Context: an optimization exercise on an open-source flow, tuned for small area. The choices shown serve that exercise and are no tape-out recipe. Function was checked by simulation only, so behaviour that the tests miss may differ from the original. Power figures rest on the tool's default switching activity, not on a simulated workload.

--- design/flow/design.v ---
`timescale 1ns/100ps
module matrix_alu (
	input  logic [3:0] x0,
	input  logic [3:0] y0,
	input  logic [3:0] x1,
	input  logic [3:0] y1,
	input  logic [3:0] x2,
	input  logic [3:0] y2,
	input  logic [3:0] x3,
	input  logic [3:0] y3,
	input  logic [3:0] x4,
	input  logic [3:0] y4,
	input  logic [3:0] e,
	output logic [8:0] val
);
	logic p0_w0, p0_w1a, p0_w1b, p0_w2a, p0_w2b, p0_w2c, p0_w3a, p0_w3b, p0_w4, p0_w5, p0_w6, p1_w0, p1_w1a, p1_w1b, p1_w2a, p1_w2b, p1_w2c, p1_w3a, p1_w3b, p1_w4, p1_w5, p1_w6, p2_w0, p2_w1a, p2_w1b, p2_w2a, p2_w2b, p2_w2c, p2_w3a, p2_w3b, p2_w4, p2_w5, p2_w6, p3_w0, p3_w1a, p3_w1b, p3_w2a, p3_w2b, p3_w2c, p3_w3a, p3_w3b, p3_w4, p3_w5, p3_w6, p4_w0, p4_w1a, p4_w1b, p4_w2a, p4_w2b, p4_w2c, p4_w3a, p4_w3b, p4_w4, p4_w5, p4_w6, fs0, fc0, fs1, fc1, hs0, hc0, fs2, fc2, fs3, fc3, fs4, fc4, fs5, fc5, fs6, fc6, fs7, fc7, hs1, hc1, fs8, fc8, fs9, fc9, fs10, fc10, fs11, fc11, fs12, fc12, fs13, fc13, fs14, fc14, fs15, fc15, fs16, fc16, fs17, fc17, fs18, fc18, fs19, fc19, fs20, fc20, fs21, fc21, fs22, fc22, fs23, fc23, fs24, fc24, fs25, fc25, fs26, fc26, fs27, fc27, fs28, fc28, hs2, hc2, fs29, fc29, fs30, fc30, fs31, fc31, fs32, fc32, fs33, fc33, fs34, fc34, fs35, fc35, hs3, hc3, fs36, fc36, fs37, fc37, fs38, fc38, fs39, fc39, fs40, fc40, fs41, fc41, fs42, fc42, fs43, fc43, fs44, fc44, fs45, fc45, fs46, fc46, fs47, fc47, fs48, fc48, hs4, hc4;
	assign p0_w0 = x0[0] & y0[0];
	assign p0_w1a = x0[0] & y0[1];
	assign p0_w1b = x0[1] & y0[0];
	assign p0_w2a = x0[0] & y0[2];
	assign p0_w2b = x0[1] & y0[1];
	assign p0_w2c = x0[2] & y0[0];
	assign p0_w3a = (x0[0] & y0[3]) | (x0[1] & y0[2]);
	assign p0_w3b = (x0[3] & y0[0]) | (x0[2] & y0[1]);
	assign p0_w4 = (x0[1] & y0[3]) | (x0[2] & y0[2]) | (x0[3] & y0[1]);
	assign p0_w5 = (x0[2] & y0[3]) | (x0[3] & y0[2]);
	assign p0_w6 = x0[3] & y0[3];
	assign p1_w0 = x1[0] & y1[0];
	assign p1_w1a = x1[0] & y1[1];
	assign p1_w1b = x1[1] & y1[0];
	assign p1_w2a = x1[0] & y1[2];
	assign p1_w2b = x1[1] & y1[1];
	assign p1_w2c = x1[2] & y1[0];
	assign p1_w3a = (x1[0] & y1[3]) | (x1[1] & y1[2]);
	assign p1_w3b = (x1[3] & y1[0]) | (x1[2] & y1[1]);
	assign p1_w4 = (x1[1] & y1[3]) | (x1[2] & y1[2]) | (x1[3] & y1[1]);
	assign p1_w5 = (x1[2] & y1[3]) | (x1[3] & y1[2]);
	assign p1_w6 = x1[3] & y1[3];
	assign p2_w0 = x2[0] & y2[0];
	assign p2_w1a = x2[0] & y2[1];
	assign p2_w1b = x2[1] & y2[0];
	assign p2_w2a = x2[0] & y2[2];
	assign p2_w2b = x2[1] & y2[1];
	assign p2_w2c = x2[2] & y2[0];
	assign p2_w3a = (x2[0] & y2[3]) | (x2[1] & y2[2]);
	assign p2_w3b = (x2[3] & y2[0]) | (x2[2] & y2[1]);
	assign p2_w4 = (x2[1] & y2[3]) | (x2[2] & y2[2]) | (x2[3] & y2[1]);
	assign p2_w5 = (x2[2] & y2[3]) | (x2[3] & y2[2]);
	assign p2_w6 = x2[3] & y2[3];
	assign p3_w0 = x3[0] & y3[0];
	assign p3_w1a = x3[0] & y3[1];
	assign p3_w1b = x3[1] & y3[0];
	assign p3_w2a = x3[0] & y3[2];
	assign p3_w2b = x3[1] & y3[1];
	assign p3_w2c = x3[2] & y3[0];
	assign p3_w3a = (x3[0] & y3[3]) | (x3[1] & y3[2]);
	assign p3_w3b = (x3[3] & y3[0]) | (x3[2] & y3[1]);
	assign p3_w4 = (x3[1] & y3[3]) | (x3[2] & y3[2]) | (x3[3] & y3[1]);
	assign p3_w5 = (x3[2] & y3[3]) | (x3[3] & y3[2]);
	assign p3_w6 = x3[3] & y3[3];
	assign p4_w0 = x4[0] & y4[0];
	assign p4_w1a = x4[0] & y4[1];
	assign p4_w1b = x4[1] & y4[0];
	assign p4_w2a = x4[0] & y4[2];
	assign p4_w2b = x4[1] & y4[1];
	assign p4_w2c = x4[2] & y4[0];
	assign p4_w3a = (x4[0] & y4[3]) | (x4[1] & y4[2]);
	assign p4_w3b = (x4[3] & y4[0]) | (x4[2] & y4[1]);
	assign p4_w4 = (x4[1] & y4[3]) | (x4[2] & y4[2]) | (x4[3] & y4[1]);
	assign p4_w5 = (x4[2] & y4[3]) | (x4[3] & y4[2]);
	assign p4_w6 = x4[3] & y4[3];
	assign fs0 = e[0] ^ p0_w0 ^ p1_w0;
	assign fc0 = (e[0] & p0_w0) | (e[0] & p1_w0) | (p0_w0 & p1_w0);
	assign fs1 = p2_w0 ^ p3_w0 ^ p4_w0;
	assign fc1 = (p2_w0 & p3_w0) | (p2_w0 & p4_w0) | (p3_w0 & p4_w0);
	assign hs0 = fs0 ^ fs1;
	assign hc0 = fs0 & fs1;
	assign fs2 = e[1] ^ p0_w1a ^ p0_w1b;
	assign fc2 = (e[1] & p0_w1a) | (e[1] & p0_w1b) | (p0_w1a & p0_w1b);
	assign fs3 = p1_w1a ^ p1_w1b ^ p2_w1a;
	assign fc3 = (p1_w1a & p1_w1b) | (p1_w1a & p2_w1a) | (p1_w1b & p2_w1a);
	assign fs4 = p2_w1b ^ p3_w1a ^ p3_w1b;
	assign fc4 = (p2_w1b & p3_w1a) | (p2_w1b & p3_w1b) | (p3_w1a & p3_w1b);
	assign fs5 = p4_w1a ^ p4_w1b ^ fc0;
	assign fc5 = (p4_w1a & p4_w1b) | (p4_w1a & fc0) | (p4_w1b & fc0);
	assign fs6 = fc1 ^ fs2 ^ fs3;
	assign fc6 = (fc1 & fs2) | (fc1 & fs3) | (fs2 & fs3);
	assign fs7 = fs4 ^ hc0 ^ fs5;
	assign fc7 = (fs4 & hc0) | (fs4 & fs5) | (hc0 & fs5);
	assign hs1 = fs6 ^ fs7;
	assign hc1 = fs6 & fs7;
	assign fs8 = e[2] ^ p0_w2a ^ p0_w2b;
	assign fc8 = (e[2] & p0_w2a) | (e[2] & p0_w2b) | (p0_w2a & p0_w2b);
	assign fs9 = p0_w2c ^ p1_w2a ^ p1_w2b;
	assign fc9 = (p0_w2c & p1_w2a) | (p0_w2c & p1_w2b) | (p1_w2a & p1_w2b);
	assign fs10 = p1_w2c ^ p2_w2a ^ p2_w2b;
	assign fc10 = (p1_w2c & p2_w2a) | (p1_w2c & p2_w2b) | (p2_w2a & p2_w2b);
	assign fs11 = p2_w2c ^ p3_w2a ^ p3_w2b;
	assign fc11 = (p2_w2c & p3_w2a) | (p2_w2c & p3_w2b) | (p3_w2a & p3_w2b);
	assign fs12 = p3_w2c ^ p4_w2a ^ p4_w2b;
	assign fc12 = (p3_w2c & p4_w2a) | (p3_w2c & p4_w2b) | (p4_w2a & p4_w2b);
	assign fs13 = p4_w2c ^ fc2 ^ fc3;
	assign fc13 = (p4_w2c & fc2) | (p4_w2c & fc3) | (fc2 & fc3);
	assign fs14 = fc4 ^ fs10 ^ fs11;
	assign fc14 = (fc4 & fs10) | (fc4 & fs11) | (fs10 & fs11);
	assign fs15 = fs12 ^ fs8 ^ fs9;
	assign fc15 = (fs12 & fs8) | (fs12 & fs9) | (fs8 & fs9);
	assign fs16 = fc5 ^ fc6 ^ fs13;
	assign fc16 = (fc5 & fc6) | (fc5 & fs13) | (fc6 & fs13);
	assign fs17 = fs14 ^ fs15 ^ fc7;
	assign fc17 = (fs14 & fs15) | (fs14 & fc7) | (fs15 & fc7);
	assign fs18 = fs16 ^ hc1 ^ fs17;
	assign fc18 = (fs16 & hc1) | (fs16 & fs17) | (hc1 & fs17);
	assign fs19 = e[3] ^ p0_w3a ^ p0_w3b;
	assign fc19 = (e[3] & p0_w3a) | (e[3] & p0_w3b) | (p0_w3a & p0_w3b);
	assign fs20 = p1_w3a ^ p1_w3b ^ p2_w3a;
	assign fc20 = (p1_w3a & p1_w3b) | (p1_w3a & p2_w3a) | (p1_w3b & p2_w3a);
	assign fs21 = p2_w3b ^ p3_w3a ^ p3_w3b;
	assign fc21 = (p2_w3b & p3_w3a) | (p2_w3b & p3_w3b) | (p3_w3a & p3_w3b);
	assign fs22 = p4_w3a ^ p4_w3b ^ fc10;
	assign fc22 = (p4_w3a & p4_w3b) | (p4_w3a & fc10) | (p4_w3b & fc10);
	assign fs23 = fc11 ^ fc12 ^ fc8;
	assign fc23 = (fc11 & fc12) | (fc11 & fc8) | (fc12 & fc8);
	assign fs24 = fc9 ^ fs19 ^ fs20;
	assign fc24 = (fc9 & fs19) | (fc9 & fs20) | (fs19 & fs20);
	assign fs25 = fs21 ^ fc13 ^ fc14;
	assign fc25 = (fs21 & fc13) | (fs21 & fc14) | (fc13 & fc14);
	assign fs26 = fc15 ^ fs22 ^ fs23;
	assign fc26 = (fc15 & fs22) | (fc15 & fs23) | (fs22 & fs23);
	assign fs27 = fs24 ^ fc16 ^ fs25;
	assign fc27 = (fs24 & fc16) | (fs24 & fs25) | (fc16 & fs25);
	assign fs28 = fs26 ^ fc17 ^ fs27;
	assign fc28 = (fs26 & fc17) | (fs26 & fs27) | (fc17 & fs27);
	assign hs2 = fc18 ^ fs28;
	assign hc2 = fc18 & fs28;
	assign fs29 = p0_w4 ^ p1_w4 ^ p2_w4;
	assign fc29 = (p0_w4 & p1_w4) | (p0_w4 & p2_w4) | (p1_w4 & p2_w4);
	assign fs30 = p3_w4 ^ p4_w4 ^ fc19;
	assign fc30 = (p3_w4 & p4_w4) | (p3_w4 & fc19) | (p4_w4 & fc19);
	assign fs31 = fc20 ^ fc21 ^ fs29;
	assign fc31 = (fc20 & fc21) | (fc20 & fs29) | (fc21 & fs29);
	assign fs32 = fc22 ^ fc23 ^ fc24;
	assign fc32 = (fc22 & fc23) | (fc22 & fc24) | (fc23 & fc24);
	assign fs33 = fs30 ^ fs31 ^ fc25;
	assign fc33 = (fs30 & fs31) | (fs30 & fc25) | (fs31 & fc25);
	assign fs34 = fc26 ^ fs32 ^ fc27;
	assign fc34 = (fc26 & fs32) | (fc26 & fc27) | (fs32 & fc27);
	assign fs35 = fs33 ^ fc28 ^ fs34;
	assign fc35 = (fs33 & fc28) | (fs33 & fs34) | (fc28 & fs34);
	assign hs3 = hc2 ^ fs35;
	assign hc3 = hc2 & fs35;
	assign fs36 = p0_w5 ^ p1_w5 ^ p2_w5;
	assign fc36 = (p0_w5 & p1_w5) | (p0_w5 & p2_w5) | (p1_w5 & p2_w5);
	assign fs37 = p3_w5 ^ p4_w5 ^ fc29;
	assign fc37 = (p3_w5 & p4_w5) | (p3_w5 & fc29) | (p4_w5 & fc29);
	assign fs38 = fs36 ^ fc30 ^ fc31;
	assign fc38 = (fs36 & fc30) | (fs36 & fc31) | (fc30 & fc31);
	assign fs39 = fs37 ^ fc32 ^ fs38;
	assign fc39 = (fs37 & fc32) | (fs37 & fs38) | (fc32 & fs38);
	assign fs40 = fc33 ^ fs39 ^ fc34;
	assign fc40 = (fc33 & fs39) | (fc33 & fc34) | (fs39 & fc34);
	assign fs41 = fc35 ^ fs40 ^ hc3;
	assign fc41 = (fc35 & fs40) | (fc35 & hc3) | (fs40 & hc3);
	assign fs42 = p0_w6 ^ p1_w6 ^ p2_w6;
	assign fc42 = (p0_w6 & p1_w6) | (p0_w6 & p2_w6) | (p1_w6 & p2_w6);
	assign fs43 = p3_w6 ^ p4_w6 ^ fc36;
	assign fc43 = (p3_w6 & p4_w6) | (p3_w6 & fc36) | (p4_w6 & fc36);
	assign fs44 = fs42 ^ fc37 ^ fs43;
	assign fc44 = (fs42 & fc37) | (fs42 & fs43) | (fc37 & fs43);
	assign fs45 = fc38 ^ fs44 ^ fc39;
	assign fc45 = (fc38 & fs44) | (fc38 & fc39) | (fs44 & fc39);
	assign fs46 = fs45 ^ fc40 ^ fc41;
	assign fc46 = (fs45 & fc40) | (fs45 & fc41) | (fc40 & fc41);
	assign fs47 = fc42 ^ fc43 ^ fc44;
	assign fc47 = (fc42 & fc43) | (fc42 & fc44) | (fc43 & fc44);
	assign fs48 = fs47 ^ fc45 ^ fc46;
	assign fc48 = (fs47 & fc45) | (fs47 & fc46) | (fc45 & fc46);
	assign hs4 = fc47 ^ fc48;
	assign hc4 = fc47 & fc48;
	assign val = {hs4, fs48, fs46, fs41, hs3, hs2, fs18, hs1, hs0};
endmodule
`timescale 1ns/100ps
module matrix_calc_top (
	input  logic       clk,
	input  logic       rst_n,
	input  logic       rx_valid,
	input  logic [7:0] rx_data,
	input  logic [7:0] command,
	input  logic [7:0] scalar_in,
	input  logic       confirm,
	input  logic       tx_busy,
	output logic       tx_start,
	output logic [7:0] tx_data,
	output logic       busy,
	output logic       error,
	output logic       timer_active
);
	localparam logic [1:0] GET_M = 2'd0, GET_N = 2'd1, GET_ELEM = 2'd2;
	logic [1:0]  ld_state;
	logic [2:0]  m_q, n_q;
	logic [2:0]  lr, lc;          
	logic [2:0]  lr_inc, lc_inc;
	logic        slot;            
	logic        wr_en;
	logic        load_error;
	logic [99:0] stage;           
	logic        dim_ok, elem_ok, lc_last, lr_last, elem_in;
	assign dim_ok  = (rx_data != 8'd0) && (rx_data <= 8'd5);
	assign elem_ok = rx_data <= 8'd9;
	assign lr_inc  = lr + 3'd1;
	assign lc_inc  = lc + 3'd1;
	assign lc_last = (lc_inc == n_q);
	assign lr_last = (lr_inc == m_q);
	assign elem_in = rx_valid && elem_ok && ld_state == GET_ELEM;
	always_ff @(posedge clk or negedge rst_n) begin
		if (!rst_n) begin
			ld_state   <= GET_M;
			slot       <= 1'b0;
			wr_en      <= 1'b0;
			load_error <= 1'b0;
		end else begin
			wr_en      <= 1'b0;
			load_error <= 1'b0;
			if (wr_en)
				slot <= ~slot;
			if (rx_valid) begin
				case (ld_state)
					GET_M: begin
						if (dim_ok)
							ld_state <= GET_N;
						else
							load_error <= 1'b1;
					end
					GET_N: begin
						load_error <= !dim_ok;
						ld_state <= dim_ok ? GET_ELEM : GET_M;
					end
					default: begin
						if (!elem_ok) begin
							load_error <= 1'b1;
							ld_state <= GET_M;
						end else if (lr_last && lc_last) begin
							wr_en <= 1'b1;
							ld_state <= GET_M;
						end
					end
				endcase
			end
		end
	end
	always_ff @(posedge clk) begin
		if (rx_valid && ld_state == GET_M)
			m_q <= rx_data[2:0];
		if (rx_valid && ld_state == GET_N) begin
			n_q <= rx_data[2:0];
			lr <= '0;
			lc <= '0;
		end else if (elem_in) begin
			if (lc_last) begin
				lc <= '0;
				lr <= lr_inc;
			end else begin
				lc <= lc_inc;
			end
		end
		for (int i = 0; i < 5; i++)
			for (int j = 0; j < 5; j++)
				if (elem_in && lr == i && lc == j)
					stage[4*(5*i+j) +: 4] <= rx_data[3:0];
	end
	logic [99:0] a_d, b_d;        
	logic [2:0]  a_m, a_n, b_m, b_n;
	logic        a_valid, b_valid;
	always_ff @(posedge clk or negedge rst_n) begin
		if (!rst_n) begin
			a_valid <= 1'b0;
			b_valid <= 1'b0;
		end else if (wr_en) begin
			if (slot) b_valid <= 1'b1;
			else      a_valid <= 1'b1;
		end
	end
	always_ff @(posedge clk) begin
		if (wr_en && !slot) begin
			a_m <= m_q;
			a_n <= n_q;
			a_d  <= stage;
		end
		if (wr_en && slot) begin
			b_m <= m_q;
			b_n <= n_q;
			b_d  <= stage;
		end
	end
	localparam logic [3:0]
		S_IDLE   = 4'd0,
		S_ERR    = 4'd1,
		S_CHKOK  = 4'd2,    
		S_CHKBAD = 4'd3,    
		S_START  = 4'd4,    
		S_RUN    = 4'd5,    
		S_DONE   = 4'd6,    
		S_FAIL   = 4'd7,    
		S_SSTART = 4'd8,    
		S_SEND   = 4'd9,    
		S_SDONE  = 4'd10;   
	localparam logic [1:0] OP_T = 2'd0, OP_S = 2'd1, OP_A = 2'd2, OP_M = 2'd3;
	logic [3:0] state, next_state;
	logic [1:0] op;
	logic [3:0] scalar;
	logic       load_err_q;
	logic [2:0] r, c, k, r_inc, c_inc, k_inc;
	logic       gap;
	logic       fit, k_last, c_last, r_last, t_end, bad_in;
	logic [2:0] rm, rn;
	always_comb begin
		case (op)
			OP_T, OP_S: fit = a_valid;
			OP_A:       fit = a_valid && b_valid && a_m == b_m && a_n == b_n;
			default:    fit = a_valid && b_valid && a_n == b_m;
		endcase
	end
	assign rm     = (op == OP_T) ? a_n : a_m;
	assign rn     = (op == OP_T) ? a_m : (op == OP_M) ? b_n : a_n;
	assign r_inc  = r + 3'd1;
	assign c_inc  = c + 3'd1;
	assign k_inc  = k + 3'd1;
	assign k_last = (op != OP_M) || (k_inc == a_n);
	assign c_last = (c_inc == rn);
	assign r_last = (r_inc == rm);
	assign t_end  = (c == 3'd6) && (k == 3'd0);
	assign bad_in = command[2] || (command[1:0] == OP_S && scalar_in > 8'd9);
	assign tx_start = (state == S_SEND) && !gap && !tx_busy;
	always_comb begin
		next_state = state;
		case (state)
			S_IDLE: begin
				if (load_error || load_err_q)
					next_state = S_ERR;
				else if (confirm)
					next_state = bad_in ? S_CHKBAD : S_CHKOK;
			end
			S_CHKOK:  next_state = S_START;
			S_CHKBAD: next_state = S_ERR;
			S_START:  next_state = fit ? S_RUN : S_FAIL;
			S_RUN:    if (k_last && c_last && r_last) next_state = S_DONE;
			S_DONE:   next_state = S_SSTART;
			S_FAIL:   next_state = S_ERR;
			S_SSTART: next_state = S_SEND;
			S_SEND:   if (tx_start && k[1:0] == 2'd3 && c_last && r_last) next_state = S_SDONE;
			S_SDONE:  next_state = S_IDLE;
			S_ERR:    if (t_end) next_state = S_IDLE;
			default:  next_state = S_IDLE;
		endcase
	end
	always_ff @(posedge clk)
		gap <= tx_start;
	always_ff @(posedge clk) begin
		if (state == S_IDLE && confirm) begin
			op     <= command[1:0];
			scalar <= scalar_in[3:0];
		end
	end
	always_ff @(posedge clk or negedge rst_n) begin
		if (!rst_n) begin
			state      <= S_IDLE;
			load_err_q <= 1'b0;
			r          <= '0;
			c          <= '0;
			k          <= '0;
		end else begin
			state <= next_state;
			if (state == S_IDLE)
				load_err_q <= 1'b0;
			else if (load_error && state != S_ERR)
				load_err_q <= 1'b1;
			case (state)
				S_RUN: begin
					if (!k_last) begin
						k <= k_inc;
					end else begin
						k <= '0;
						if (c_last) begin
							c <= '0;
							r <= r_last ? 3'd0 : r_inc;
						end else begin
							c <= c_inc;
						end
					end
				end
				S_SEND: begin
					if (tx_start) begin
						k <= (k[1:0] == 2'd3) ? 3'd2 : k_inc;
						if (k[1:0] == 2'd3) begin
							if (c_last) begin
								c <= '0;
								r <= r_inc;
							end else begin
								c <= c_inc;
							end
						end
					end
				end
				S_SDONE: begin
					r <= '0;
					c <= '0;
					k <= '0;
				end
				S_ERR: begin
					if (t_end) begin
						c <= '0;
						k <= '0;
					end else begin
						k <= k_inc;
						if (k == 3'd7)
							c <= c_inc;
					end
				end
				default: ;
			endcase
		end
	end
	assign busy         = (state != S_IDLE) && (state != S_ERR);
	assign error        = (state == S_ERR) && !t_end;
	assign timer_active = error;
	logic [2:0]  ri, ji;
	logic [19:0] arow;
	logic [3:0]  ar [5];
	logic [3:0]  bc [5];
	logic [3:0]  aj, ys;
	logic [3:0]  x [5];
	logic [3:0]  y [5];
	logic [3:0]  e;
	logic        mult;
	logic [8:0]  val, val_q;
	assign mult = (op == OP_M);
	assign ri   = (op == OP_T) ? c : r;
	assign ji   = (op == OP_T) ? r : c;
	assign ys   = (op == OP_S) ? scalar : 4'd1;
	always_comb begin
		case (ri)
			3'd0:    arow = a_d[19:0];
			3'd1:    arow = a_d[39:20];
			3'd2:    arow = a_d[59:40];
			3'd3:    arow = a_d[79:60];
			default: arow = a_d[99:80];
		endcase
		for (int q = 0; q < 5; q++) begin
			ar[q] = arow[4*q +: 4];
			case (c)
				3'd0:    bc[q] = b_d[20*q +: 4];
				3'd1:    bc[q] = b_d[20*q+4 +: 4];
				3'd2:    bc[q] = b_d[20*q+8 +: 4];
				3'd3:    bc[q] = b_d[20*q+12 +: 4];
				default: bc[q] = b_d[20*q+16 +: 4];
			endcase
		end
		case (ji)
			3'd0:    aj = ar[0];
			3'd1:    aj = ar[1];
			3'd2:    aj = ar[2];
			3'd3:    aj = ar[3];
			default: aj = ar[4];
		endcase
		x[0] = mult ? ar[0] : aj;
		y[0] = mult ? bc[0] : ys;
		for (int q = 1; q < 5; q++) begin
			x[q] = (mult && q < a_n) ? ar[q] : {3'd0, op == OP_A && r == q};
			y[q] = bc[q];
		end
		e = (op == OP_A && r == 3'd0) ? bc[0] : 4'd0;
	end
	matrix_alu u_dot (.x0(x[0]), .y0(y[0]), .x1(x[1]), .y1(y[1]), .x2(x[2]), .y2(y[2]),
		.x3(x[3]), .y3(y[3]), .x4(x[4]), .y4(y[4]), .e, .val);
	always_ff @(posedge clk)
		val_q <= val;
	always_comb begin
		if (!k[1])
			tx_data = {5'd0, k[0] ? rn : rm};
		else if (!k[0])
			tx_data = {7'd0, val_q[8]};
		else
			tx_data = val_q[7:0];
	end
endmodule
--- design/flow/flow/run.sh ---
#!/bin/bash
# The standard layout with two changes to synthesis, made in a copy of ORFS's
# scripts: the logic is mapped with an area-oriented ABC script
# (flow/abc_area.script) in place of ORFS's, and Yosys's generic "abc -fast"
# inside "synth -run fine:" is skipped, so that extract_fa sees the adder
# network as written. Registers come out exactly as in the standard synthesis.
# Ports are buffered with the smallest buffer; clock tree synthesis uses
# larger sink clusters and no dummy loads. Every other step is standard.
set -euo pipefail
here=$(pwd)
rm -rf "$here/scripts"
cp -r "$FLOW_HOME/scripts" "$here/scripts"
cp "$here/flow/abc_area.script" "$here/scripts/abc_area.script"
sed -i 's/synth -top \$::env(DESIGN_NAME) -run fine:/synth -noabc -top $::env(DESIGN_NAME) -run fine:/' \
	"$here/scripts/synth.tcl"
grep -n "synth -noabc" "$here/scripts/synth.tcl" > "$here/synth_patch.log" 2>&1 || true
bash standard.sh SCRIPTS_DIR="$here/scripts" \
	CTS_ARGS="-sink_clustering_enable -repair_clock_nets -dont_use_dummy_load -sink_clustering_size 16 -sink_clustering_max_diameter 70 -buf_list sky130_fd_sc_hd__clkbuf_8" \
	BUFFER_PORTS_ARGS="-buffer_cell sky130_fd_sc_hd__buf_1" finish > "$here/orfs_make.log" 2>&1
--- design/flow/flow/abc_area.script ---
strash
dc2
&get -n
&dch -f
&nf -R 1000
&put
strash
&get -n
&dch -f
&nf -R 1000
&put
strash
dc2
&get -n
&dch -f
&nf -R 1000
&put
topo
--- design/flow/standard.sh ---
#!/bin/bash
# synth_recipe.tcl (not shown) runs the flow's synth.tcl, then flattens the netlist and writes it again
# the make line also repeats each setting of config.mk as NAME=value (left out here)
make -C /OpenROAD-flow-scripts/flow DESIGN_CONFIG=/design/flow/config.mk WORK_HOME=/design/flow/orfs CLKGATE_MAP_FILE= SYNTH_SCRIPT=/design/flow/synth_recipe.tcl "${@:-finish}"
--- design/flow/config.mk ---
export PLATFORM = sky130hd
export DESIGN_NAME = matrix_calc_top
export DESIGN_NICKNAME = matrix_calc_top
export VERILOG_FILES = /design/flow/design.v
export SDC_FILE = /design/flow/constraint.sdc
export NUM_CORES = 4
export LEC_CHECK = 0
export ABC_AREA = 1
export CAP_MARGIN = 20
export CORE_MARGIN = 2
export CORE_UTILIZATION = 40
export SLEW_MARGIN = 20
--- design/flow/constraint.sdc ---
create_clock -name core_clock -period 11.0 [get_ports {clk}]
set_input_delay 2.2000 -clock core_clock [delete_from_list [all_inputs] [get_ports {clk}]]
set_output_delay 2.2000 -clock core_clock [all_outputs]
set_load 0.01 [all_outputs]
==> flow_summary.toml, run 1 <==
[run_status]
status = "complete, no violations"

[final_layout]
fill_cells = 3287
drive_gt1_share_pct = 5.335
final_cells = 1499
diodes = 0
finalNetCount = 1138
area_delta_synth_final_pct = 8.585

[synthesis]
synth_cells = 951
synth_nets = 1056
yosys_warnings = 9
yosysSeqAreaShare_pct = 71.07
yosysTopAreaCell = "edfxtp_1"
synth-seq-cells = 361
syn_area_sq_mm = 0.01488
synth.distinct_cells = 48
synth_top_flop_cell = "edfxtp_1"
yosysMostFrequentCell = "edfxtp_1"
ys_async_sr_fraction_pct = 5.817
synthTopCellsByCount = "324 x edfxtp_1, 103 x nor2_1, 81 x nand2_1"
synth_area_leaders = "edfxtp_1 65%, fa_1 6.6%, dfrtp_1 3.5%"
synth_top_area_share_pct = 65.38
synth_edf_count = 324
synth.avg_cell_area_sq_um = 15.65

[global_route]
track_usage_pct = 19.35
grt_pass1_wl_mm = 54.66
antenna_found_initial = 0
grt_max_degree = 59
overflow = 0
grt_pass1_vias = 8431

[setup_path]
critPathMaxFanout = 20
cp.arrival_ns = 8.41
required_ns = 11.49
crit_type = "flip-flop to flip-flop"
critPathLaunchType = "flip-flop"
worstSetupEndpointType = "flip-flop"

[cts]
clkTransAtPathRegs_ns = 0.09
cts_resized = 0
holdBufCountCts = 0
cts-root-buf = "clkbuf_8"
cts_setup_buffers = 0
clockBufferDepth = 3
numClockSinks = 361
cts_tree = "built"
clk_latency_ns = 0.65
cts_made_buffers = 29
h-tree-depth = 1

[die]
fp.dieH_um = 196.9
initial_utilization_pct = 40.65
fp.dieW_um = 196.9
io_pins = 41
num_rows = 70
die-area_sq_mm = 0.03876
core_sq_mm = 0.03661

[place]
io_buffers = 35
dp_cells = 1470
place.gp.congestion = 0.8889
detailed_place_hpwl_mm = 25.62

[sta]
rsz0062_at_grt = "no"
finalCriticalPeriod_ns = 7.917
setup_tns_ns = 0
slew_violations = 0
hold_viol_final = 0
setup_viol = 0
max_slew_margin_pct = 35.34
min_period_over_period_pct = 71.98
worstMarginPinSlew_ns = 0.9698
max_freq_mhz = 126.3
fin_skew_ns = 0.07080

[run]
maxCapViolations = 0

[detailed_routing]
vias = 8432
via_per_inst = 5.625
wl_mm = 36.89
routedWlPerCell_um = 24.61
drc_errors = 0
ant_nets = 0
drt-initial-drc-count = 828
dr.pass1.iters = 8

[pwr]
p_leak_nw = 5.468
swShare_pct = 38.59
intPower_mw = 2.299
seqPwrFrac_pct = 42.7
power_mw = 3.744
netSwitchingPower_mw = 1.445
power.density_mw_per_mm2 = 231.7
ir_drop_mv = 0.1312
combPwrFrac_pct = 40.2
p_clk_share_pct = 17.1

[hold_path]
hold_path.class = "flip-flop to flip-flop"
-- area by class of cell --
cell class / instances / area, sq um / share of cell area [%]
well taps: 468 / 585.6 / 3.624
multi-input cells: 570 / 4268 / 26.41
repair buffers: 52 / 259.0 / 1.603
flip-flops and latches: 361 / 10580 / 65.45
clock buffers: 29 / 399.1 / 2.470
inverters: 19 / 71.32 / 0.4414
-- path summary, 6_finish.rpt --
path | startpoint | to | slack (ns) | cells past startpoint
min in group asynchronous | rst_n | wr_en | 1.52 | 2
worst max register to register | op[1] | val_q[8] | 3.08 | 21
worst min register to register | stage[15] | a_d[15] | 0.42 | 0
max in group asynchronous | rst_n | c[0] | 9.16 | 2
worst max-delay path | op[1] | val_q[8] | 3.08 | 21
worst min-delay path | stage[15] | a_d[15] | 0.42 | 0
-- per-layer routing --
metal	wire length [um]	global-route usage, %
met1	16350	27.46
met2	16840	30.30
met3	2732	4.158
met4	963	5.347
met5	0	0
-- kinds of logic after synthesis --
family,count (synthesis),share of synthesized area [%]
AO/OA/AOI/OAI,194,9.216
XOR/XNOR,31,1.825
adder cells (fa/ha/maj),76,8.862
buffers and inverters,20,0.5298
flip-flops,361,71.07
multiplexers,13,0.8829
AND/OR/NAND/NOR,256,7.618
-- flip-flops by register name, indices dropped and copies added (netlist names), 4 cells and up --
register  flops
scalar        4
val_q         9
stage       100
state         4
a_d         100
b_d         100
-- critical path: stages, from the launching register on --
cell and delay [ns]:
edfxtp_1 0.48, nor2_1 0.13, buf_4 0.25, mux2i_1 0.52
and3_1 0.89, a222oi_1 0.36, nand2_1 0.23, a22oi_1 0.08
a31oi_1 0.18, nor2_1 0.10, nor2_1 0.15, fa_1 0.50
fa_1 0.44, fa_1 0.42, fa_1 0.40, fa_1 0.49
fa_1 0.49, ha_1 0.22, fa_1 0.42, fa_1 0.42
fa_1 0.42, xor2_1 0.20
-- through the flow --
stage                     hold slack, ns  instance area (sq um)  utilization, %  setup WS, ns
final                             0.4220                  16160           44.14         3.083
after global routing              0.4272                  16160           44.14         2.693
after CTS                         0.4218                  16160           44.14         3.057
after detailed placement          0.4298                  15760           43.05         3.144
after global placement            0.4248                  15760           43.05         3.144
after floorplan                   0.4215                  14880               -         2.691
-- placed cells by master, fill, tap and decap left out, types with 3 or more instances in the layout --
| cell type | netlist | layout |
|---|---|---|
| dfrtp_1 | 21 | 21 |
| nand2b_1 | 9 | 9 |
| nor3_1 | 11 | 10 |
| clkbuf_8 | 0 | 29 |
| a21oi_1 | 38 | 38 |
| a222oi_1 | 33 | 33 |
| xor2_1 | 13 | 13 |
| nand3_1 | 9 | 9 |
| o21ai_0 | 22 | 22 |
| a22oi_1 | 42 | 42 |
| nor2_1 | 103 | 103 |
| a31oi_1 | 12 | 12 |
| ha_1 | 27 | 27 |
| xnor2_1 | 18 | 18 |
| o22a_1 | 5 | 5 |
| nor2b_2 | 0 | 3 |
| fa_1 | 49 | 49 |
| dfxtp_1 | 16 | 16 |
| nor4_1 | 5 | 4 |
| buf_4 | 1 | 17 |
| a221oi_1 | 4 | 4 |
| or2_0 | 4 | 4 |
| mux2i_1 | 12 | 12 |
| edfxtp_1 | 324 | 324 |
| a211oi_1 | 5 | 5 |
| nor2b_1 | 8 | 3 |
| o22ai_1 | 19 | 19 |
| nor3b_1 | 4 | 3 |
| and2_0 | 4 | 3 |
| clkinv_1 | 19 | 19 |
| buf_1 | 0 | 35 |
| nand2_1 | 81 | 81 |
| nand3b_1 | 4 | 4 |
| and3_1 | 9 | 9 |
-- power by group through the flow --
stage | logic (mW) | clock network, mW | registers, mW
2_1_floorplan | 0.985 | 0 | 1.61
3_3_place_gp | 1.49 | 0 | 1.63
3_5_place_dp | 1.50 | 0 | 1.63
4_1_cts | 1.51 | 0.656 | 1.60
5_1_grt | 1.68 | 0.702 | 1.61
6_report | 1.50 | 0.641 | 1.60
==> inputs of run 2 (changes only) <==
--- a/design/flow/config.mk
+++ b/design/flow/config.mk
@@ -9,4 +9,4 @@
 export CAP_MARGIN = 20
 export CORE_MARGIN = 2
-export CORE_UTILIZATION = 40
+export CORE_UTILIZATION = 70
 export SLEW_MARGIN = 20
==> run 2 against run 1 <==
  * Clock power decreased by 5.5%
  * Cell area decreased by 1.8%
  * Die area down 42%
  * Wire length is 0.21% lower
  * Flip-flop and latch count unchanged
  * Global-route usage up 15 points
  * Synthesized area unchanged
  * Combinational power hardly changed
  * Non-clock buffer count fell by 2
  * Core utilization rose by 32 points
  * Clock skew is essentially flat
  * Hold slack gained 0.019 ns
  * Largest power group unchanged
==> flow_summary.toml, run 2 <==
[run_status]
status = "complete, no violations"

[cts]
cts_tree = "built"
cts_resized = 0
clk_latency_ns = 0.60
clkTransAtPathRegs_ns = 0.10
h-tree-depth = 1
cts_setup_buffers = 0
cts_made_buffers = 27
clockBufferDepth = 3
holdBufCountCts = 0
cts-root-buf = "clkbuf_8"
numClockSinks = 361

[sta]
setup_tns_ns = 0
slew_violations = 0
max_slew_margin_pct = 30.64
min_period_over_period_pct = 76.74
finalCriticalPeriod_ns = 8.441
fin_ws_ns = 2.559
worstMarginPinSlew_ns = 1.039
hold_slack_ns = 0.4411
setup_viol = 0
hold_viol_final = 0
fin_skew_ns = 0.07100
rsz0062_at_grt = "no"
max_freq_mhz = 118.5

[global_route]
overflow = 0
grt_max_degree = 71
antenna_found_initial = 1
grt_pass1_vias = 8910
grt_pass1_wl_mm = 54.55
track_usage_pct = 33.95

[place]
dpl_worst_slack_ns = 2.752
dp_cells = 1274
place.gp.congestion = 0.9293
io_buffers = 35
placed_area_sq_mm = 0.01548
detailed_place_hpwl_mm = 26.06

[final_layout]
final_cells = 1302
fin_area_sq_mm = 0.01588
layout_commonest_cell = "edfxtp_1"
finalNetCount = 1134
finish.utilization_pct = 75.76
drive_gt1_share_pct = 4.771
top_regs = "a_d: 100 flops, b_d: 100 flops, stage: 100 flops"
area_delta_synth_final_pct = 6.684
fill_cells = 1212
final_cell_mix = "324 x edfxtp_1, 102 x nor2_1, 81 x nand2_1, 49 x fa_1, 42 x a22oi_1"
diodes = 0

[synthesis]
synth_area_leaders = "edfxtp_1 65%, fa_1 6.6%, dfrtp_1 3.5%"
yosysMostFrequentCell = "edfxtp_1"
syn_area_sq_mm = 0.01488
synth_cells = 951
synth.distinct_cells = 48
synth-seq-cells = 361
ys_async_sr_fraction_pct = 5.817
synth_top_area_share_pct = 65.38
yosysSeqAreaShare_pct = 71.07
synth_nets = 1056
synth.avg_cell_area_sq_um = 15.65
synth_top_flop_cell = "edfxtp_1"
synth_edf_count = 324
yosys_warnings = 9
synthTopCellsByCount = "324 x edfxtp_1, 103 x nor2_1, 81 x nand2_1"
yosysTopAreaCell = "edfxtp_1"

[die]
die-area_sq_mm = 0.02244
fp.dieW_um = 149.8
initial_utilization_pct = 71.01
io_pins = 41
fp.dieH_um = 149.8
num_rows = 53
core_sq_mm = 0.02096

[hold_path]
hold_path.class = "flip-flop to flip-flop"

[pwr]
power_mw = 3.722
p_leak_nw = 5.446
power.density_mw_per_mm2 = 234.5
ir_drop_mv = 0.1462

[run]
maxCapViolations = 0

[detailed_routing]
via_per_inst = 6.925
drc_errors = 0
wl_mm = 36.81
routedWlPerCell_um = 28.27
drt-initial-drc-count = 1522
vias = 9016
dr.pass1.iters = 8
ant_nets = 0

[setup_path]
critPathMaxFanout = 22
crit_type = "flip-flop to flip-flop"
cp.arrival_ns = 8.88
r2r_setup_slack_ns = 2.56
worstSetupEndpointType = "flip-flop"
required_ns = 11.43
critPathLaunchType = "flip-flop"
-- run 2: critical path, stage by stage, from the launching register on --
cell and delay [ns]:
edfxtp_1 0.48, nor2_1 0.12, buf_4 0.26, mux2_1 0.81
nor3b_2 0.10, buf_4 0.27, a222oi_1 0.83, nand2_1 0.20
a22oi_1 0.20, a31oi_1 0.11, nor2_1 0.30, nor2_1 0.11
fa_1 0.43, fa_1 0.51, fa_1 0.50, fa_1 0.42
fa_1 0.50, fa_1 0.49, ha_1 0.22, fa_1 0.41
fa_1 0.42, fa_1 0.41, xor2_1 0.15
-- run 2: path summary, 6_finish.rpt --
kind | depth (start not counted) | to | from
max | 22 | val_q[8] | op[0]
min | 0 | a_d[70] | stage[70]
max reg2reg | 22 | val_q[8] | op[0]
min reg2reg | 0 | a_d[70] | stage[70]
max in group asynchronous | 2 | c[1] | rst_n
min in group asynchronous | 2 | load_error | rst_n
-- run 2: area by class of cell --
| type | count | area, sq um | area share, % |
|---|---|---|---|
| sequential | 361 | 10580 | 66.61 |
| multi-input combinational | 570 | 4255 | 26.80 |
| clock buffer | 27 | 371.6 | 2.341 |
| tap | 275 | 344.1 | 2.167 |
| timing repair buffer | 50 | 257.7 | 1.624 |
| inverter | 19 | 71.32 | 0.4492 |
-- run 2: report_power, final --
group | total (mW) | leakage (nW) | internal, mW | switching, mW
clock network | 0.606 | 0.194 | 0.219 | 0.387
logic | 1.52 | 1.94 | 0.539 | 0.980
registers | 1.60 | 3.32 | 1.54 | 0.0603
-- run 2: cells by family (layout without fill, tap and decap cells) --
kind of cell	Yosys count	in the layout	synth area share [%]
DFF	361	361	71.07
muxes	13	13	0.8829
and+or+nand+nor	256	256	7.618
AOI/OAI and AO/OA	194	194	9.216
adders and majority gates	76	76	8.862
buffers and inverters	20	96	0.5298
xor gates and xnor gates	31	31	1.825
-- run 2: metal layers --
| metal | track usage [%] | vias up | part of all wire, % |
|---|---|---|---|
| met3 | 5.793 | 90 | 11 |
| met1 | 48.96 | 4455 | 37 |
| met2 | 54.61 | 660 | 48 |
| li1 | - | 3809 | - |
| met5 | 0 | - | 0.035 |
| met4 | 10.09 | 2 | 3.1 |
==> inputs of run 3 (changes only) <==
--- a/design/flow/config.mk
+++ b/design/flow/config.mk
@@ -9,4 +9,4 @@
 export CAP_MARGIN = 20
 export CORE_MARGIN = 2
-export CORE_UTILIZATION = 70
+export CORE_UTILIZATION = 60
 export SLEW_MARGIN = 20
==> run 3 against run 2 <==
  * Count of clock-buffer cells in the layout unchanged
  * Worst setup slack improved by 0.36 ns
  * Register-to-register slack improved by 0.36 ns
  * Sequential share of layout area down 0.20 points
  * Largest cell class unchanged
  * Clock skew decreased by 0.0012 ns
  * Maximum frequency up 4.5%
  * Synthesized cell count unchanged
  * Via count decreased by 2.7%
  * Sequential power is essentially flat
  * Die area grew 16%
  * Critical path depth down 1
==> flow_summary.toml, run 3 <==
[final_layout]
final_cell_mix = "324 x edfxtp_1, 103 x nor2_1, 81 x nand2_1, 49 x fa_1, 42 x a22oi_1"
fill_cells = 1717
drive_gt1_share_pct = 4.771
area_delta_synth_final_pct = 7.012
finish.utilization_pct = 65.48
finalNetCount = 1134
final_cells = 1351
diodes = 0
top_regs = "a_d: 100 flops, b_d: 100 flops, stage: 100 flops"
layout_commonest_cell = "edfxtp_1"

[synthesis]
yosys_warnings = 9
syn_area_sq_mm = 0.01488
synth_top_area_share_pct = 65.38
synth-seq-cells = 361
synth.avg_cell_area_sq_um = 15.65
synth_top_flop_cell = "edfxtp_1"
synthTopCellsByCount = "324 x edfxtp_1, 103 x nor2_1, 81 x nand2_1"
yosysSeqAreaShare_pct = 71.07
ys_async_sr_fraction_pct = 5.817
synth_nets = 1056
yosysMostFrequentCell = "edfxtp_1"
synth_edf_count = 324
synth_cells = 951
synth.distinct_cells = 48
yosysTopAreaCell = "edfxtp_1"
synth_area_leaders = "edfxtp_1 65%, fa_1 6.6%, dfrtp_1 3.5%"

[detailed_routing]
drt-initial-drc-count = 1187
via_per_inst = 6.491
dr.pass1.iters = 9
wl_mm = 36.06
vias = 8769
drc_errors = 0
routedWlPerCell_um = 26.69
ant_nets = 0

[hold_path]
hold_path.class = "flip-flop to flip-flop"
holdCritStartpoint = "stage[67]"
hold_depth = 0
hold_end = "b_d[67]"

[setup_path]
cp.arrival_ns = 8.54
worstSetupEndpointType = "flip-flop"
rr_startpoint = "op[1]"
rr_worst_depth = 21
crit_type = "flip-flop to flip-flop"
r2r-end = "val_q[8]"
critPathLaunchType = "flip-flop"
r2r_setup_slack_ns = 2.92
required_ns = 11.46
critPathMaxFanout = 22

[die]
die-area_sq_mm = 0.02608
initial_utilization_pct = 61.19
fp.dieH_um = 161.5
io_pins = 41
fp.dieW_um = 161.5
core_sq_mm = 0.02432
num_rows = 57

[global_route]
grt_pass1_wl_mm = 53.96
antenna_found_initial = 0
grt_pass1_vias = 8607
track_usage_pct = 28.42
grt_max_degree = 73
overflow = 0

[place]
place.gp.congestion = 0.9619
dpl_worst_slack_ns = 2.999
detailed_place_hpwl_mm = 25.74
io_buffers = 35
dp_cells = 1324

[sta]
worstMarginPinSlew_ns = 1.058
min_period_over_period_pct = 73.44
max_freq_mhz = 123.8
fin_ws_ns = 2.922
setup_viol = 0
rsz0062_at_grt = "no"
finalCriticalPeriod_ns = 8.078
fin_skew_ns = 0.06977
setup_tns_ns = 0
max_slew_margin_pct = 29.33
hold_viol_final = 0
slew_violations = 0

[cts]
cts_tree = "built"
clkTransAtPathRegs_ns = 0.10
cts_resized = 0
h-tree-depth = 1
cts-root-buf = "clkbuf_8"
numClockSinks = 361
cts_made_buffers = 27
clockBufferDepth = 3
holdBufCountCts = 0
cts_setup_buffers = 0
clk_latency_ns = 0.60

[pwr]
ir_drop_mv = 0.1832
power.density_mw_per_mm2 = 232.8
p_leak_nw = 5.443

[run]
maxCapViolations = 0

[run_status]
status = "complete, no violations"
run 3: cell types whose count changed in the layout (fill, tap and decap cells not counted):
| cell | previous run | this run |
|---|---|---|
| buf_12 | 1 | 0 |
| buf_4 | 14 | 15 |
| nor2_1 | 102 | 103 |
| nor2_2 | 1 | 0 |
| nor2b_1 | 7 | 6 |
| nor2b_2 | 0 | 1 |
run 3: layout make-up:
cell class	instances	area [sq um]	area share (%)
clock buffer	27	371.6	2.334
sequential	361	10580	66.41
inverter	19	71.32	0.4479
tap	324	405.4	2.546
timing repair buffer	50	245.2	1.540
multi-input combinational	570	4255	26.72
run 3: kinds of logic after synthesis:
kind of cell	synth area share, %
AO/OA/AOI/OAI	9.216
multiplexers	0.8829
buffers and inverters	0.5298
AND/OR/NAND/NOR	7.618
XOR/XNOR	1.825
adder cells (fa/ha/maj)	8.862
flip-flops	71.07
run 3: through the flow:
stage               hold slack [ns]  power (mW)  instance area (sq um)
floorplan                    0.4215       2.593                  14880
global placement             0.4211       3.103                  15550
detailed placement           0.4260       3.139                  15550
CTS                          0.4156       3.721                  15920
global route                 0.4189       3.939                  15920
finish                       0.4221       3.708                  15920
run 3: worst max-delay path by stage:
stage	end	start	slack [ns]	cells after the start
after floorplan	val_q[8]	op[1]	2.69	20
after global placement	val_q[8]	op[1]	3.08	21
after detailed placement	val_q[8]	op[1]	3.00	21
after CTS	val_q[8]	op[1]	2.99	21
after global routing	val_q[8]	op[0]	2.49	21
final	val_q[8]	op[1]	2.92	21
run 3: power breakdown:
group / leakage [nW] / internal (mW) / switching, mW
Sequential: 3.32 / 1.54 / 0.0603
Clock: 0.194 / 0.219 / 0.385
Combinational: 1.93 / 0.540 / 0.967
run 3: metal layers:
metal  up-vias  track usage [%]  part of all wire, %
met2       499            45.86                   48
li1       3818                -                    -
met1      4394            42.26                   40
met3        58            3.672                  9.4
met5         -                0                    0
met4         0            6.412                  2.4
run 3: critical path: stages, from the launching register on:
cell and delay [ns]:
edfxtp_1 0.48, nor2_1 0.19, mux2_1 0.83, nor3b_2 0.11, buf_4 0.27, a222oi_1 0.71, nand2_1 0.17, a22oi_1 0.22
a31oi_1 0.11, nor2_1 0.25, nor2_1 0.10, fa_1 0.44, fa_1 0.45, fa_1 0.50, fa_1 0.46, fa_1 0.50
fa_1 0.50, ha_1 0.23, fa_1 0.41, fa_1 0.43, fa_1 0.42, xor2_1 0.16
==> inputs of run 4 (changes only) <==
--- a/design/flow/design.v
+++ b/design/flow/design.v
@@ -402,9 +402,4 @@
 					end
 				end
-				S_SDONE: begin
-					r <= '0;
-					c <= '0;
-					k <= '0;
-				end
 				S_ERR: begin
 					if (t_end) begin
@@ -417,5 +412,9 @@
 					end
 				end
-				default: ;
+				default: begin    
+					r <= '0;
+					c <= '0;
+					k <= '0;
+				end
 			endcase
 		end
==> run 4 against run 3 <==
  * Worst setup slack worse by 0.22 ns
  * Final cell count is 0.22% lower
  * Largest power group unchanged
  * Total power about the same
  * Clock power barely moved
  * Cell area about the same
  * Still clean
  * Sequential share of layout area about the same
  * Global-route usage down 0.13 points
==> flow_summary.toml, run 4 <==
[run_status]
status = "complete, no violations"

[synthesis]
synth_cells = 947
muxShareOfSynthArea_pct = 0.8829
yosysTopAreaCell = "edfxtp_1"
synth_xor_xnor_area_share_pct = 1.472
synth_top_flop_cell = "edfxtp_1"
synthAdderAreaFrac_pct = 8.863
synth_nets = 1052
synth.distinct_cells = 48
yosys_warnings = 9
synthSimpleGateAreaFrac_pct = 7.627
synth_edf_count = 324
synth_top_area_share_pct = 65.39
ys_async_sr_fraction_pct = 5.817
syn_area_sq_mm = 0.01488
yosysSeqAreaShare_pct = 71.07
synth_top_family_by_area = "compound AO/OA/AOI/OAI gates"
synthTopCellsByCount = "324 x edfxtp_1, 93 x nand2_1, 87 x nor2_1"
synth.avg_cell_area_sq_um = 15.71
synth_compound_area_share_pct = 9.477
synth-seq-cells = 361
yosysMostFrequentCell = "edfxtp_1"
synth_area_leaders = "edfxtp_1 65%, fa_1 6.6%, dfrtp_1 3.5%"

[global_route]
grt_util_met2_pct = 46.45
grt_max_degree = 74
antenna_found_initial = 0
grt_pass1_vias = 8624
overflow = 0
grt_pass1_wl_mm = 53.61
grt-busiest-layer = "met2"
track_usage_pct = 28.29
grt.met1_usage_pct = 40.19
met3_usage_pct = 4.032

[cts]
clkTransAtPathRegs_ns = 0.10
cts_tree = "built"
numClockSinks = 361
holdBufCountCts = 0
h-tree-depth = 1
cts_resized = 0
clockBufferDepth = 3
clk_latency_ns = 0.58
cts_setup_buffers = 0
cts_made_buffers = 27
cts-root-buf = "clkbuf_8"

[final_layout]
top_regs = "a_d: 100 flops, b_d: 100 flops, stage: 100 flops"
layout_commonest_cell = "edfxtp_1"
fin_area_sq_mm = 0.01593
final_cell_mix = "324 x edfxtp_1, 93 x nand2_1, 87 x nor2_1, 49 x fa_1, 43 x a22oi_1"
area_delta_synth_final_pct = 7.072
finalNetCount = 1131
drive_gt1_share_pct = 4.980
diodes = 0

[sta]
max_freq_mhz = 120.6
slew_violations = 0
fin_ws_ns = 2.706
finalCriticalPeriod_ns = 8.294
worstMarginPinSlew_ns = 1.079
setup_viol = 0
min_period_over_period_pct = 75.40
setup_tns_ns = 0
hold_viol_final = 0
fin_skew_ns = 0.02170
max_slew_margin_pct = 27.75
rsz0062_at_grt = "no"

[pwr]
ir_drop_mv = 0.1995
combPwrFrac_pct = 40.5
netSwitchingPower_mw = 1.412
power.density_mw_per_mm2 = 232.5
seqPwrFrac_pct = 43.2
p_clk_share_pct = 16.3
intPower_mw = 2.292
swShare_pct = 38.13
p_leak_nw = 5.506

[die]
io_pins = 41
num_rows = 57
initial_utilization_pct = 61.18
die-area_sq_mm = 0.02607
fp.dieH_um = 161.5
core_sq_mm = 0.02432
fp.dieW_um = 161.5

[setup_path]
critPathLaunchType = "flip-flop"
cp.arrival_ns = 8.75
crit_type = "flip-flop to flip-flop"
cp_cell_sequence = "nor2_1 > buf_4 > mux2_1 > buf_4 > nor3b_2 > buf_4 > a22oi_1 > nand2_1 > a22oi_1 > nand3_1 > o21ai_0 > o22ai_1 > and2_0 > fa_1 > fa_1 > fa_1 > fa_1 > fa_1 > fa_1 > ha_1 > fa_1 > fa_1 > fa_1 > xor2_1"
cpMaxStageDelayCell = "nor3b_2"
path_common_cell = "fa_1"
required_ns = 11.46
worstSetupEndpointType = "flip-flop"
critPathMaxFanout = 22
slowest_delay_ns = 0.91
rr_worst_depth = 24

[detailed_routing]
routedWlPerCell_um = 26.88
via_per_inst = 6.451
dr.pass1.iters = 9
vias = 8696
ant_nets = 0
drt-initial-drc-count = 1278
drc_errors = 0
wl_mm = 36.23

[place]
place.gp.congestion = 0.9123
placed_area_sq_mm = 0.01556
io_buffers = 35
detailed_place_hpwl_mm = 25.76
dpl_worst_slack_ns = 2.782

[run]
maxCapViolations = 0

[hold_path]
hold_depth = 0
hold_path.class = "flip-flop to flip-flop"
[run 4: changes by cell type after synthesis, sizes merged, moves of 5 or more]
cell,previous run,this run
nor2,103,87
nand2,81,93
a22o,1,8
a21oi,38,32
and2,4,9
nor3,11,6
[run 4: layout make-up]
type	instances	area, sq um
clock buffers	27	371.6
repair buffers	51	254.0
flip-flops and latches	361	10580
multi-input cells	563	4243
well taps	324	405.4
fillers	1704	8388
inverters	22	82.58
[run 4: power groups by stage]
| stage | clock (mW) | combinational [mW] | sequential [mW] |
|---|---|---|---|
| floorplan | 0 | 0.985 | 1.61 |
| global placement | 0 | 1.45 | 1.62 |
| detailed placement | 0 | 1.51 | 1.63 |
| CTS | 0.615 | 1.52 | 1.60 |
| global route | 0.658 | 1.67 | 1.61 |
| finish | 0.605 | 1.50 | 1.60 |
[run 4: path summary, 6_finish.rpt]
kind	startpoint	end	slack, ns
min in group asynchronous	rst_n	state[2]	1.58
max reg2reg	op[0]	val_q[8]	2.71
max	op[0]	val_q[8]	2.71
max in group asynchronous	rst_n	c[0]	9.16
min	stage[60]	b_d[60]	0.45
min reg2reg	stage[60]	b_d[60]	0.45
[run 4: worst max-delay path: cells and delay by family, from the launching register on]
family | cells | cell delay, ns
buffers and inverters | 3 | 0.82
muxes | 1 | 0.35
and+or+nand+nor | 5 | 1.50
AOI/OAI and AO/OA | 4 | 0.60
adders and majority gates | 10 | 4.24
DFF | 1 | 0.50
xor gates and xnor gates | 1 | 0.15
[run 4: logic make-up after synthesis]
| kind of cell | Yosys count |
|---|---|
| mux | 13 |
| buf+inv | 23 |
| flops | 361 |
| xor+xnor | 25 |
| simple gates | 255 |
| compound gates | 194 |
| fa+ha+maj | 76 |
[run 4: layer usage]
metal  part of all wire [%]  up-vias
li1                       -     3811
met1                     40     4378
met2                     48      443
met3                    8.7       64
met4                    3.1        0
met5                      0        -
[run 4: metrics by stage]
stage / power, mW / util, % / std cells / hold WS (ns)
floorplan: 2.592 / - / 947 / 0.4215
global placement: 3.075 / 63.98 / 1321 / 0.4226
detailed placement: 3.140 / 63.98 / 1321 / 0.4230
CTS: 3.729 / 65.51 / 1348 / 0.4454
global route: 3.934 / 65.51 / 1348 / 0.4605
finish: 3.704 / 65.51 / 1348 / 0.4451

afterwards: timing with drivers on the ports:
No port has a modelled driver above. Below, the same layouts with a new extraction and two added sets of constraints. Step 1: set_driving_cell puts a clkbuf_16 on clk and a buf_2 on each other input, an assumption about the parent block. Step 2 times the ports against the registers' clock, not the clock port: input delays grow and output delays shrink by t, the midpoint of the rising clock arrivals with the driver on. a / b / c = ideal / step 1 / step 2; a / b = the first two.
run	t (ns)	slack for setup (ns)	hold WS [ns]	slew at the worst register clock pin (ns)	cell pins on the clock port's net
run 1	0.656	3.083 / 3.083 / 3.083	0.422 / 0.422 / 0.422	0.10 / 0.10	1
run 2	0.618	2.559 / 2.559 / 2.559	0.441 / 0.441 / 0.441	0.10 / 0.10	1
run 3	0.611	2.922 / 2.922 / 2.922	0.422 / 0.422 / 0.422	0.10 / 0.10	1
run 4	0.612	2.706 / 2.706 / 2.706	0.445 / 0.445 / 0.445	0.10 / 0.10	1
After both steps every run listed still meets setup and hold.
